What follows belongs to an exercise in optimizing a design on an open flow for a short achievable clock period and few clock cycles; a production flow would make more cautious choices.
Function was checked by simulation only, so behaviour that the tests miss may differ from the original.
Power is estimated from default activity; no workload was simulated.

### flow/run.sh
#!/bin/bash
# synth_recipe.tcl (not shown) runs the flow's synth.tcl, then flattens the netlist and writes it again
# the make line also repeats each setting of config.mk as NAME=value (left out here)
make -C /OpenROAD-flow-scripts/flow DESIGN_CONFIG=/design/flow/config.mk WORK_HOME=/design/flow/orfs CLKGATE_MAP_FILE= SYNTH_SCRIPT=/design/flow/synth_recipe.tcl finish
### flow/config.mk
export PLATFORM = sky130hd
export DESIGN_NAME = rv_multicycle_core
export DESIGN_NICKNAME = rv_multicycle_core
export VERILOG_FILES = /design/flow/design.v
export SDC_FILE = /design/flow/constraint.sdc
export NUM_CORES = 4
export LEC_CHECK = 0
export CAP_MARGIN = 20
export CELL_PAD_IN_SITES_DETAIL_PLACEMENT = 1
export CORE_MARGIN = 2
export CORE_UTILIZATION = 18
export PLACE_DENSITY = 0.3
export SETUP_SLACK_MARGIN = 4.5
export SLEW_MARGIN = 20
### flow/constraint.sdc
create_clock -name core_clock -period 8.0 [get_ports {clk}]
set_input_delay 1.6000 -clock core_clock [delete_from_list [all_inputs] [get_ports {clk}]]
set_output_delay 1.6000 -clock core_clock [all_outputs]
set_load 0.01 [all_outputs]
### flow/design.v
package rv_pkg;
    localparam logic [6:0] OP_IMM    = 7'b0010011;
    localparam logic [6:0] OP_REG    = 7'b0110011;
    localparam logic [6:0] OP_BRANCH = 7'b1100011;
    localparam logic [2:0] F3_ADD = 3'd0;
    localparam logic [2:0] F3_BEQ = 3'd0;
    localparam logic [2:0] F3_BNE = 3'd1;
    localparam logic [6:0] F7_ADD = 7'd0;
    typedef enum logic [2:0] {
        FETCH,
        DECODE,
        EXECUTE,
        WRITEBACK,
        HALT
    } state_t;
    typedef enum logic [2:0] {
        I_ADDI,
        I_ADD,
        I_BEQ,
        I_BNE,
        I_ILLEGAL
    } instr_t;
    function automatic logic [2:0] classify(logic [31:0] ir);
        if (ir[6:0] == OP_IMM && ir[14:12] == F3_ADD) begin
            classify = I_ADDI;
        end else if (ir[6:0] == OP_REG && ir[14:12] == F3_ADD && ir[31:25] == F7_ADD) begin
            classify = I_ADD;
        end else if (ir[6:0] == OP_BRANCH && ir[14:12] == F3_BEQ) begin
            classify = I_BEQ;
        end else if (ir[6:0] == OP_BRANCH && ir[14:12] == F3_BNE) begin
            classify = I_BNE;
        end else begin
            classify = I_ILLEGAL;
        end
    endfunction
endpackage
module rv_regfile #(
    parameter int WIDTH = 32,
    parameter int NREGS = 32
) (
    input  logic                     clk,
    input  logic                     rst,
    input  logic [NREGS-1:0]         rs1_oh_i,
    input  logic [NREGS-1:0]         rs2_oh_i,
    output logic [NREGS-1:0]         wr_o,
    output logic [WIDTH-1:0]         rd1_o,
    output logic [WIDTH-1:0]         rd2_o,
    input  logic                     we_i,
    input  logic [$clog2(NREGS)-1:0] wa_i,
    input  logic [WIDTH-1:0]         wd_i
);
    logic [WIDTH-1:0] regs_q [NREGS];
    logic [NREGS-1:0] wr_q;
    always_ff @(posedge clk or posedge rst) begin
        if (rst) begin
            wr_q <= '0;
        end else if (we_i && (wa_i != '0)) begin
            wr_q[wa_i] <= 1'b1;
        end
    end
    always_ff @(posedge clk) begin
        if (we_i && (wa_i != '0)) begin
            regs_q[wa_i] <= wd_i;
        end
    end
    always_comb begin
        rd1_o = '0;
        rd2_o = '0;
        for (int i = 1; i < NREGS; i++) begin
            rd1_o = rd1_o | ({WIDTH{rs1_oh_i[i]}} & regs_q[i]);
            rd2_o = rd2_o | ({WIDTH{rs2_oh_i[i]}} & regs_q[i]);
        end
    end
    assign wr_o = wr_q;
endmodule
import rv_pkg::*;
module rv_multicycle_core #(
    parameter int               WIDTH     = 32,
    parameter int               NREGS     = 32,
    parameter logic [WIDTH-1:0] RESET_PC  = '0,
    parameter int               CNT_WIDTH = 32
) (
    input  logic                  clk,
    input  logic                  rst,
    output logic                  imem_req,
    output logic [WIDTH-1:0]      imem_addr,
    input  logic                  imem_valid,
    input  logic [31:0]           imem_rdata,
    output logic [WIDTH-1:0]      a0,
    output logic [CNT_WIDTH-1:0]  instret,
    output logic                  halted,
    output logic                  trap
);
    localparam int AW = $clog2(NREGS);
    localparam int PW = WIDTH - 2;           
    localparam int CI = 6;                   
    localparam int CN = 1 << CI;             
    localparam int RB = 10;                  
    localparam int TW = RB - CI;             
    localparam logic [7:0] WIN = 16;         
    function automatic logic [NREGS-1:0] onehot_r(logic [AW-1:0] i);
        onehot_r = '0;
        onehot_r[i] = 1'b1;
    endfunction
    function automatic logic [CN-1:0] onehot(logic [CI-1:0] i);
        onehot = '0;
        onehot[i] = 1'b1;
    endfunction
    function automatic logic [31:0] ks_add(logic [31:0] a, logic [31:0] b);
        logic [31:0] g, p;
        g = a & b;
        p = a ^ b;
        for (int d = 1; d < 32; d = d * 2) begin
            g = g | (p & (g << d));
            p = p & (p << d);
        end
        ks_add = (a ^ b) ^ {g[30:0], 1'b0};
    endfunction
    logic [PW-1:0]  fq;                      
    logic           req_q;
    logic [PW-1:0]  ia_q;                    
    logic [CN-1:0]  fq_oh;                   
    logic [PW-1:RB] region_q;
    logic [31:0]    cw  [CN];                
    logic [TW-1:0]  ct  [CN];                
    logic [RB-1:0]  ctl [CN];                
    logic           cok [CN];                
    logic [1:0]     cb  [CN];                
    logic [CN-1:0]  cv;                      
    logic [PW-1:0]  pcf;
    logic [CN-1:0]  pcf_oh;                  
    logic           fm_q;                    
    logic [CN-1:0]  mcur;                    
    logic           mstale;                  
    logic           d_v;
    logic [PW-1:0]  d_pc;
    logic [31:0]    d_ir;
    logic [NREGS-1:0] d_rs1_oh, d_rs2_oh;    
    logic [NREGS-1:0] rf_wr, rf_wr_n;
    logic           d_w1, d_w2;              
    logic           w_we;
    logic [AW-1:0]  w_rd;
    logic [WIDTH-1:0] w_sum;
    logic [WIDTH-1:0] a0_q;
    logic           d_pt;
    logic [1:0]     d_cb;
    logic [CN-1:0]  d_alt_oh;                
    logic [RB-1:0]  d_alt_lo;                
    logic           d_ax;                    
    logic           e_v;
    logic [PW-1:0]  e_pc;
    logic [WIDTH-1:0] e_a, e_b;
    logic           e_beq, e_bne, e_ill, e_we;
    logic [7:0]     e_eqg;                   
    logic           e_misb;                  
    logic           e_selfb;                 
    logic           e_tk, e_mt, e_sh, e_mp;
    logic [AW-1:0]  e_rd;
    logic           e_pt;
    logic [1:0]     e_cb;
    logic [PW-1:0]  e_alt;                   
    logic [CN-1:0]  e_alt_oh;
    logic [31:0]    e_aw;                    
    logic [1:0]     e_acb;
    logic [RB-1:0]  e_atl;                   
    logic           e_aok;
    logic           e_afast;                 
    logic [CNT_WIDTH-1:0] instret_q;
    logic           halted_q, trap_q;
    logic           stop_q;                  
    logic           stop_trap_q;
    logic [PW-1:0]  stop_pc_q;
    logic [12:0] f_immb;
    logic [RB:0] f_sum;
    logic [31:0] f_sum32;
    logic        f_isbr, f_beq, f_bne, f_same, f_st, f_cross;
    logic [1:0]  f_cb;
    always_comb begin
        f_immb  = {imem_rdata[31], imem_rdata[7], imem_rdata[30:25], imem_rdata[11:8], 1'b0};
        f_sum32 = ks_add({{(32-RB){1'b0}}, fq[RB-1:0]}, {{(32-RB){1'b0}}, f_immb[11:2]});
        f_sum   = f_sum32[RB:0];
        f_cross = f_sum[RB] ^ f_immb[12];
        f_isbr  = (imem_rdata[6:0] == OP_BRANCH);
        f_beq   = f_isbr && (imem_rdata[14:12] == F3_BEQ);
        f_bne   = f_isbr && (imem_rdata[14:12] == F3_BNE);
        f_same  = (imem_rdata[19:15] == imem_rdata[24:20]);
        f_st    = (f_beq && f_immb[12]) || (f_bne && f_immb[12]);
        if (f_beq && f_same)      f_cb = 2'b11;
        else if (f_bne && f_same) f_cb = 2'b00;
        else                      f_cb = f_st ? 2'b10 : 2'b01;
    end
    wire          fill    = req_q && imem_valid;
    wire          fill_nr = (fq[PW-1:RB] != region_q);    
    logic          f_hit, f_pt, f_rok;
    logic [31:0]   f_w;
    logic [RB-1:0] f_tl;
    logic          f_ok;
    logic [1:0]    f_cbr;
    logic [PW-1:0] f_tgt, f_next, f_p1;
    logic [CN-1:0] f_next_oh, f_tgt_oh, f_alt_oh;
    logic [CN-1:0] cv_n, m_same, m_p1, m_alt, m_alt1;
    logic [TW-1:0] ct_n [CN];
    logic [TW-1:0] b_same, b_p1, b_alt, b_alt1;
    logic [RB-1:0] alt1_lo;
    logic [RB-1:0] f_alt_lo;
    logic          f_ax;
    always_comb begin
        f_w   = '0;
        f_tl  = '0;
        f_ok  = 1'b0;
        f_cbr = '0;
        for (int i = 0; i < CN; i++) begin
            f_w   = f_w   | ({32{pcf_oh[i]}} & cw[i]);
            f_tl  = f_tl  | ({RB{pcf_oh[i]}} & ctl[i]);
            f_ok  = f_ok  | (pcf_oh[i] & cok[i]);
            f_cbr = f_cbr | ({2{pcf_oh[i]}} & cb[i]);
        end
        f_rok     = (pcf[PW-1:RB] == region_q);
        f_hit     = !mstale && f_rok && |(pcf_oh & mcur);
        f_pt      = f_ok && f_cbr[1];
        f_tgt     = {pcf[PW-1:RB], f_tl};
        f_tgt_oh  = onehot(f_tl[CI-1:0]);
        f_p1      = pcf + 1'b1;
        f_next    = f_pt ? f_tgt : f_p1;
        f_next_oh = f_pt ? f_tgt_oh : {pcf_oh[CN-2:0], pcf_oh[CN-1]};
        f_alt_oh  = f_pt ? {pcf_oh[CN-2:0], pcf_oh[CN-1]} : f_tgt_oh;
        f_alt_lo  = f_pt ? f_p1[RB-1:0] : f_tl;
        f_ax      = f_pt ? (&pcf[RB-1:0]) : !f_ok;
    end
    always_comb begin
        cv_n = fill ? (fill_nr ? fq_oh : (cv | fq_oh)) : cv;
        for (int i = 0; i < CN; i++) ct_n[i] = (fill && fq_oh[i]) ? fq[RB-1:CI] : ct[i];
        alt1_lo = e_alt[RB-1:0] + 1'b1;
        b_same  = pcf[RB-1:CI];
        b_p1    = pcf[RB-1:CI] + 1'b1;
        b_alt   = e_alt[RB-1:CI];
        b_alt1  = alt1_lo[RB-1:CI];
        for (int i = 0; i < CN; i++) begin
            m_same[i] = cv_n[i] && (ct_n[i] == b_same);
            m_p1[i]   = cv_n[i] && (ct_n[i] == b_p1);
            m_alt[i]  = cv_n[i] && (ct_n[i] == b_alt);
            m_alt1[i] = cv_n[i] && (ct_n[i] == b_alt1);
        end
    end
    logic [AW-1:0]    d_rs1, d_rs2, d_rd;
    logic [WIDTH-1:0] rd1, rd2, rd1r, rd2r, d_a, d_b;
    logic             d_addi, d_add, d_beq, d_bne;
    logic [WIDTH-1:0] d_immi;
    logic [12:0]      d_immb;
    logic [PW-1:0]    d_alt;
    logic [WIDTH-1:0] d_tgt;
    logic [31:0]      a_w;
    logic [RB-1:0]    a_tl;
    logic             a_ok, a_hit;
    logic [1:0]       a_cb;
    logic             d_f1, d_f2;
    logic [WIDTH-1:0] d_m, d_m1, d_m2, d_k1, d_k2;
    logic [7:0]       d_eqg;
    logic [CN-1:0]    a_match;
    logic [WIDTH-1:0] e_sum;
    logic             e_wr;
    assign d_rs1 = d_ir[19:15];
    assign d_rs2 = d_ir[24:20];
    assign d_rd  = d_ir[11:7];
    rv_regfile #(
        .WIDTH (WIDTH),
        .NREGS (NREGS)
    ) u_regfile (
        .clk   (clk),
        .rst   (rst),
        .rs1_oh_i (d_rs1_oh),
        .rs2_oh_i (d_rs2_oh),
        .wr_o  (rf_wr),
        .rd1_o (rd1r),
        .rd2_o (rd2r),
        .we_i  (w_we),
        .wa_i  (w_rd),
        .wd_i  (w_sum)
    );
    assign rd1 = rd1r | ({WIDTH{d_w1}} & w_sum);
    assign rd2 = rd2r | ({WIDTH{d_w2}} & w_sum);
    always_comb begin
        d_addi = (d_ir[6:0] == OP_IMM)    && (d_ir[14:12] == F3_ADD);
        d_add  = (d_ir[6:0] == OP_REG)    && (d_ir[14:12] == F3_ADD) && (d_ir[31:25] == F7_ADD);
        d_beq  = (d_ir[6:0] == OP_BRANCH) && (d_ir[14:12] == F3_BEQ);
        d_bne  = (d_ir[6:0] == OP_BRANCH) && (d_ir[14:12] == F3_BNE);
        d_immi = {{(WIDTH-12){d_ir[31]}}, d_ir[31:20]};
        d_immb = {d_ir[31], d_ir[7], d_ir[30:25], d_ir[11:8], 1'b0};
        d_tgt  = ks_add({2'b00, d_pc}, {{(WIDTH-11){d_immb[12]}}, d_immb[12:2]});
        d_alt  = d_pt ? d_pc + 1'b1 : d_tgt[PW-1:0];
        a_w  = '0;
        a_tl = '0;
        a_ok = 1'b0;
        a_cb = '0;
        for (int i = 0; i < CN; i++) begin
            a_w  = a_w  | ({32{d_alt_oh[i]}} & cw[i]);
            a_tl = a_tl | ({RB{d_alt_oh[i]}} & ctl[i]);
            a_ok = a_ok | (d_alt_oh[i] & cok[i]);
            a_cb = a_cb | ({2{d_alt_oh[i]}} & cb[i]);
        end
        for (int i = 0; i < CN; i++) a_match[i] = cv[i] && (ct[i] == d_alt_lo[RB-1:CI]);
        a_hit = !d_ax && (d_pc[PW-1:RB] == region_q) && |(d_alt_oh & a_match);
        d_f1 = e_wr && (e_rd == d_rs1);
        d_f2 = e_wr && (e_rd == d_rs2);
        d_a  = d_f1 ? e_sum : rd1;
        d_b  = d_addi ? d_immi : (d_f2 ? e_sum : rd2);
        d_k1 = (e_a & e_b) | ((e_a | e_b) & ~rd1);
        d_k2 = (e_a & e_b) | ((e_a | e_b) & ~rd2);
        d_m1 = (e_a ^ e_b ^ rd1) ^ {d_k1[WIDTH-2:0], 1'b0};
        d_m2 = (e_a ^ e_b ^ rd2) ^ {d_k2[WIDTH-2:0], 1'b0};
        if (d_rs1 == d_rs2) d_m = '0;
        else if (d_f1)      d_m = d_m2;
        else if (d_f2)      d_m = d_m1;
        else                d_m = rd1 ^ rd2;
        for (int j = 0; j < 8; j++) d_eqg[j] = !(|d_m[4*j +: 4]);
    end
    assign rf_wr_n = (rf_wr | (w_we ? onehot_r(w_rd) : '0)) & ~(e_wr ? onehot_r(e_rd) : '0);
    logic       e_taken, e_halt, e_trap, e_redir, e_ret, e_bupd;
    logic [1:0] e_cbn;
    always_comb begin
        e_sum   = ks_add(e_a, e_b);
        e_tk    = (e_beq && (&e_eqg)) || (e_bne && !(&e_eqg));
        e_mt    = e_tk && e_misb;            
        e_sh    = e_tk && e_selfb;           
        e_mp    = (e_tk != e_pt);            
        e_taken = e_tk;
        e_wr    = e_v && e_we;
        e_trap  = e_v && (e_ill || e_mt);
        e_halt  = e_trap || (e_v && e_sh);
        e_ret   = e_v && !e_trap;
        e_redir = e_v && !e_halt && e_mp;
        e_bupd  = e_v && (e_beq || e_bne);
        if (e_taken) e_cbn = (e_cb == 2'b11) ? 2'b11 : e_cb + 1'b1;
        else         e_cbn = (e_cb == 2'b00) ? 2'b00 : e_cb - 1'b1;
    end
    always_ff @(posedge clk) begin
        for (int i = 0; i < CN; i++) begin
            if (fill && fq_oh[i]) begin
                cw [i] <= imem_rdata;
                ct [i] <= fq[RB-1:CI];
                ctl[i] <= f_sum[RB-1:0];
                cok[i] <= f_isbr && !f_cross;
                cb [i] <= f_cb;
            end else if (e_bupd && e_pc[CI-1:0] == i) begin
                cb [i] <= e_cbn;
            end
        end
    end
    logic run_q;
    wire run = run_q;
    wire fetch_busy = req_q && !imem_valid;
    always_ff @(posedge clk or posedge rst) begin
        if (rst) begin
            cv        <= '0;
            region_q  <= RESET_PC[WIDTH-1:RB+2];
            req_q     <= 1'b1;
            fq        <= RESET_PC[WIDTH-1:2];
            ia_q      <= RESET_PC[WIDTH-1:2];
            fq_oh     <= onehot(RESET_PC[CI+1:2]);
            pcf       <= RESET_PC[WIDTH-1:2];
            pcf_oh    <= onehot(RESET_PC[CI+1:2]);
            fm_q      <= 1'b0;
            mcur      <= '0;
            mstale    <= 1'b0;
            d_v       <= 1'b0;
            e_v       <= 1'b0;
            instret_q <= '0;
            a0_q      <= '0;
            w_we      <= 1'b0;
            halted_q  <= 1'b0;
            run_q     <= 1'b1;
            trap_q    <= 1'b0;
            stop_q    <= 1'b0;
            stop_trap_q <= 1'b0;
            stop_pc_q <= '0;
        end else begin
            if (fill) begin
                if (fill_nr) begin
                    cv       <= fq_oh;
                    region_q <= fq[PW-1:RB];
                end else begin
                    cv       <= cv | fq_oh;
                end
            end
            if (e_ret) instret_q <= instret_q + 1'b1;
            if (e_wr && e_rd == 5'd10) a0_q <= e_sum;
            w_we <= e_wr;
            fm_q   <= 1'b0;
            mcur   <= m_same;
            mstale <= 1'b0;
            if (!run || e_halt) begin
                d_v <= 1'b0;
                e_v <= 1'b0;
            end else if (e_redir) begin
                e_v    <= 1'b0;
                d_v    <= e_afast;
                if (e_afast) begin
                    pcf    <= e_alt + 1'b1;
                    pcf_oh <= {e_alt_oh[CN-2:0], e_alt_oh[CN-1]};
                    mcur   <= m_alt1;
                end else begin
                    pcf    <= e_alt;
                    pcf_oh <= e_alt_oh;
                    mcur   <= m_alt;
                end
            end else begin
                e_v  <= d_v;
                d_v  <= f_hit;
                fm_q <= !f_hit && !mstale && !(fill && fq == pcf);
                if (f_hit) begin
                    pcf    <= f_next;
                    pcf_oh <= f_next_oh;
                    if (f_pt)               mstale <= (f_tl[RB-1:CI] != pcf[RB-1:CI]);
                    else if (pcf_oh[CN-1])  mcur   <= m_p1;
                end
            end
            if (run && e_halt) begin
                run_q <= 1'b0;
                if (fetch_busy) begin
                    stop_q      <= 1'b1;
                    stop_trap_q <= e_trap;
                    stop_pc_q   <= e_pc;
                end else begin
                    halted_q <= 1'b1;
                    trap_q   <= e_trap;
                    req_q    <= 1'b0;
                    ia_q     <= e_pc;
                end
            end else if (stop_q) begin
                if (!fetch_busy) begin
                    stop_q   <= 1'b0;
                    halted_q <= 1'b1;
                    trap_q   <= stop_trap_q;
                    req_q    <= 1'b0;
                    ia_q     <= stop_pc_q;
                end
            end else if (run) begin
                if (fill) begin
                    if (fm_q && pcf != fq) begin
                        fq    <= pcf;
                        ia_q  <= pcf;
                        fq_oh <= pcf_oh;
                        req_q <= 1'b1;
                    end else begin
                        fq    <= fq + 1'b1;
                        ia_q  <= fq + 1'b1;
                        fq_oh <= {fq_oh[CN-2:0], fq_oh[CN-1]};
                        req_q <= ((fq[7:0] + 1'b1 - pcf[7:0]) < WIN);
                    end
                end else if (!req_q) begin
                    if (fm_q) begin
                        fq    <= pcf;
                        ia_q  <= pcf;
                        fq_oh <= pcf_oh;
                        req_q <= 1'b1;
                    end else begin
                        req_q <= ((fq[7:0] - pcf[7:0]) < WIN);
                    end
                end
            end
        end
    end
    always_ff @(posedge clk) begin
        d_ir     <= e_redir ? e_aw  : f_w;
        d_rs1_oh <= rf_wr_n & (e_redir ? onehot_r(e_aw[19:15]) : onehot_r(f_w[19:15]));
        d_rs2_oh <= rf_wr_n & (e_redir ? onehot_r(e_aw[24:20]) : onehot_r(f_w[24:20]));
        d_w1     <= e_wr && (e_rd == (e_redir ? e_aw[19:15] : f_w[19:15]));
        d_w2     <= e_wr && (e_rd == (e_redir ? e_aw[24:20] : f_w[24:20]));
        w_rd     <= e_rd;
        w_sum    <= e_sum;
        d_pc     <= e_redir ? e_alt : pcf;
        d_pt     <= !e_redir && f_pt;
        d_cb     <= e_redir ? e_acb : f_cbr;
        e_pc     <= d_pc;
        e_a      <= d_a;
        e_b      <= d_b;
        e_beq    <= d_beq;
        e_bne    <= d_bne;
        e_ill    <= !(d_addi || d_add || d_beq || d_bne);
        e_we     <= (d_addi || d_add) && (d_rd != '0);
        e_rd     <= d_rd;
        e_pt     <= d_pt;
        e_cb     <= d_cb;
        e_alt    <= d_alt;
        e_alt_oh <= d_alt_oh;
        e_eqg    <= d_eqg;
        e_misb   <= d_immb[1];
        e_selfb  <= (d_immb == '0);
        d_alt_oh <= e_redir ? onehot(e_atl[CI-1:0]) : f_alt_oh;
        d_alt_lo <= e_redir ? e_atl : f_alt_lo;
        d_ax     <= e_redir ? !e_aok : f_ax;
        e_atl    <= a_tl;
        e_aok    <= a_ok;
        e_aw     <= a_w;
        e_acb    <= a_cb;
        e_afast  <= a_hit && !(a_ok && a_cb[1]);
    end
    assign a0        = a0_q;
    assign imem_req  = req_q;
    assign imem_addr = {ia_q, 2'b00};
    assign instret   = instret_q;
    assign halted    = halted_q;
    assign trap      = trap_q;
endmodule
==> notes.md <==
==> cells in the final DEF (no fill, tap or decap), drive strengths merged, types with 62 or more instances in the layout <==
cell type  instances
mux2i            368
nand2            804
nand3            329
a22o            1462
a221oi          1464
or4              141
nor2             459
clkinv           222
diode            299
nor4             213
bufinv            62
a22oi           1053
fa                69
dfxtp            746
o22ai            122
clkbuf           899
inv              560
buf             1717
dfrtp            498
xor2             428
nand4            652
nor3             170
a21oi            413
a31oi             69
mux2             128
edfxtp          3872
ha               142
o21ai            470
xnor2            933
==> layout make-up <==
type | count | area [um^2]
repair inverters | 8 | 80.1
well taps | 16800 | 21100
fillers | 138000 | 973000
repair buffers | 1795 | 20000
multi-input cells | 10500 | 85800
flip-flops and latches | 5120 | 145000
clock inverters | 292 | 3060
clock buffers | 885 | 17800
inverters | 570 | 3170
diodes | 299 | 748
==> registers in the layout, summed over array words and instances (netlist names), 64 cells and up <==
| register | flops |
|---|---|
| cw | 2048 |
| u_regfile.regs_q | 992 |
| ctl | 640 |
| ct | 256 |
| cb | 128 |
| cok | 64 |
| cv | 64 |
| d_alt_oh | 64 |
| e_alt_oh | 64 |
| fq_oh | 64 |
| mcur | 64 |
| pcf_oh | 64 |
==> stage by stage <==
stage / instances / hold WS [ns]
floorplan: 17500 / 0.310
global placement: 34000 / 0.312
detailed placement: 34000 / 0.314
CTS: 35900 / 0.327
global route: 36100 / 0.334
finish: 36300 / 0.328
==> worst min-delay path by stage <==
stage | start | to | slack [ns] | cells after the start
global route | d_cb[0] | e_cb[0] | 0.33 | 0
finish | d_cb[0] | e_cb[0] | 0.33 | 0
floorplan | d_cb[0] | e_cb[0] | 0.31 | 0
CTS | d_cb[0] | e_cb[0] | 0.33 | 0
global placement | d_cb[0] | e_cb[0] | 0.31 | 0
detailed placement | d_cb[0] | e_cb[0] | 0.31 | 0
==> routing by layer <==
layer | GRT usage [%] | part of all wire (%)
met5 | 0.0992 | 0.035
met4 | 19.1 | 8.1
met3 | 8.24 | 11
met2 | 41.2 | 43
met1 | 34.6 | 38
==> cells by family (layout without fill, tap and decap cells) <==
| group | Yosys count | after routing | synth area share [%] |
|---|---|---|---|
| AOI/OAI and AO/OA | 5426 | 5432 | 18.5 |
| xor gates and xnor gates | 1361 | 1361 | 5.21 |
| adders and majority gates | 213 | 213 | 1.39 |
| buffers and inverters | 1918 | 3550 | 3.17 |
| DFF | 5120 | 5120 | 62.8 |
| muxes | 496 | 496 | 2.24 |
| other | 1 | 301 | 0.00164 |
| and+or+nand+nor | 3012 | 3024 | 6.75 |
==> critical path, cell delays in order (launching register included) <==
cell,delay (ns)
dfrtp_4,0.61
buf_6,0.21
buf_12,0.18
a22o_1,0.24
a221oi_2,0.28
nand4_1,0.15
or4_4,0.56
buf_12,0.17
inv_2,0.09
ha_4,0.15
inv_6,0.04
nor3_4,0.11
xnor2_1,0.10
a21oi_2,0.28
buf_6,0.18
nand2b_4,0.26
buf_4,0.18
nor3_4,0.04
==> repair_timing <==
action,CTS,global route
endpoints found under the setup margin,3710,1026
pin swaps,304,248
gates resized for setup,2031,565
setup buffers,617,138
cloned,51,14
==> power breakdown <==
part           internal (mW)  switching, mW  total, mW
combinational         0.0555          0.406      0.461
sequential              28.5              0       28.5
clock                   17.2           13.3       30.5
==> impl_metrics.env <==
export IMPL_dp_hpwl_mm=1080
export IMPL_outcome="finished with violations"
export IMPL_grt_pass1_wl_mm=2320
export IMPL_cts_root_buf="clkbuf_16"
export IMPL_worstReg2RegEnd="d_rs1_oh[11]"
export IMPL_cp_start_kind="flip-flop"
export IMPL_vias_per_cell=5.87
export IMPL_num_vias=213000
export IMPL_cellPowerDensity_nw_per_um2=200
export IMPL_ys_ff_latch=5120
export IMPL_clockBufferDepth=5
export IMPL_vdd_drop_max_v=0.000182
export IMPL_drv_slew=0
export IMPL_syn2layout_area_growth_pct=29.4
export IMPL_drtIter0Drc=38500
export IMPL_critPathMaxFanout=10
export IMPL_core_area_um2=1270000
export IMPL_setup_worst_path_start="pcf_oh[57]"
export IMPL_grt_usage_pct=27.8
export IMPL_finalCritPeriodShare_pct=52.0
export IMPL_die_area_um2=1280000
export IMPL_antenna_left=1
export IMPL_die_h_mm=1.13
export IMPL_yosys_area_top_type="edfxtp_1"
export IMPL_grt_max_degree=151
export IMPL_synth_top_cell_area_share_pct=50.8
export IMPL_dr_pass1_iters=7
export IMPL_io_pins=134
export IMPL_max_slew_margin_rel_pct=10.1
export IMPL_fin_crit_ns=4.16
export IMPL_std_cell_rows=414
export IMPL_worst_slew_pin_transition_ns=1.35
export IMPL_placement_setup_worst_slack_ns=1.99
export IMPL_fin_skew_ns=0.203
export IMPL_setup_violations=0
export IMPL_synth_cells=17500
export IMPL_dieWidth_mm=1.13
export IMPL_p_leak_nw=105
export IMPL_yosysMostFrequentCell="edfxtp_1"
export IMPL_clk_pin_slew_ns=0.06
export IMPL_hold_class="reg2reg"
export IMPL_synthTopCellsByCount="edfxtp_1 (3872), a221oi_1 (1464), a22o_1 (1462)"
export IMPL_worstPathArrival_ns=5.15
export IMPL_violations="antenna violations"
export IMPL_fin_tns_setup_ns=0
export IMPL_port_buffers=131
export IMPL_cts_tree="built"
export IMPL_synth_edf_count=3872
export IMPL_h_tree_depth=6
export IMPL_cts_sinks=5120
export IMPL_endpoint_kind="flip-flop"
export IMPL_drc=0
export IMPL_start_util_pct=18.0
export IMPL_fmax_mhz=240
export IMPL_worstSetupPathType="reg2reg"
export IMPL_reg2reg_depth=17
export IMPL_ys_types=95
export IMPL_fin_util_pct=23.3
export IMPL_grt_ovfl_total=0
export IMPL_drt_wl_total_mm=1870
export IMPL_place_congestion=0.926
export IMPL_worst_slack_ns=3.84
export IMPL_r2r_slack_ns=3.84
export IMPL_nets=18900
export IMPL_synth_ff_type="edfxtp_1"
export IMPL_syn_avg_cell_area_um2=13.0
export IMPL_rsz0062_at_grt="yes"
export IMPL_antenna_found_initial=311
export IMPL_synth_area_leaders="edfxtp_1 (51%), dfxtp_1 (6.5%), a221oi_1 (5.6%), a22o_1 (5.6%), dfrtp_1 (5.4%)"
export IMPL_hold_viol=0
export IMPL_power_mw=59.4
export IMPL_wl_per_cell_um=51.5
export IMPL_cts_buffers=640
export IMPL_required_ns=8.99
export IMPL_synthesis_area_um2=229000
export IMPL_async_flop_share_pct=9.80
export IMPL_seq_area_frac_synth_pct=62.8
export IMPL_r2r_start="pcf_oh[57]"
export IMPL_grt_pass1_vias=196000
export IMPL_clock_latency_ns=1.28
export IMPL_ys_warn_count=8
export IMPL_placed_area_um2=256000
export IMPL_maxCapViolations=0
export IMPL_drive_above_1_share_pct=22.3
export IMPL_crit_path_end="d_rs1_oh[11]"
export IMPL_design_area_um2=296000
export IMPL_ctsHoldBuffers=0
Testbench counts, summed over its fixed seeds: cycles 38,182.

[separate check: timing with driven ports]
The results above use ideal ports. As a check the final layout listed here was re-extracted and re-timed, cells and wires unchanged. Step 1: set_driving_cell puts a clkbuf_16 on clk and a buf_2 on each other input, an assumption about the parent block. Step 2 adds t to the input delays and takes it off the output delays; t is the mean of the earliest and latest rising clock arrival at the registers after step 1. Input paths then give back, and output paths get back, about the clock's delay inside the block. Slacks: ideal ports / drivers / drivers and shift; pairs: ideal ports / drivers.
t, ns: 1.352
setup slack, ns: 3.840 / 3.840 / 2.876
worst data-port slew with drivers (ns): 0.17
For this run, drivers alone change the setup slack by 0.000 ns; drivers and shift together by -0.964 ns.
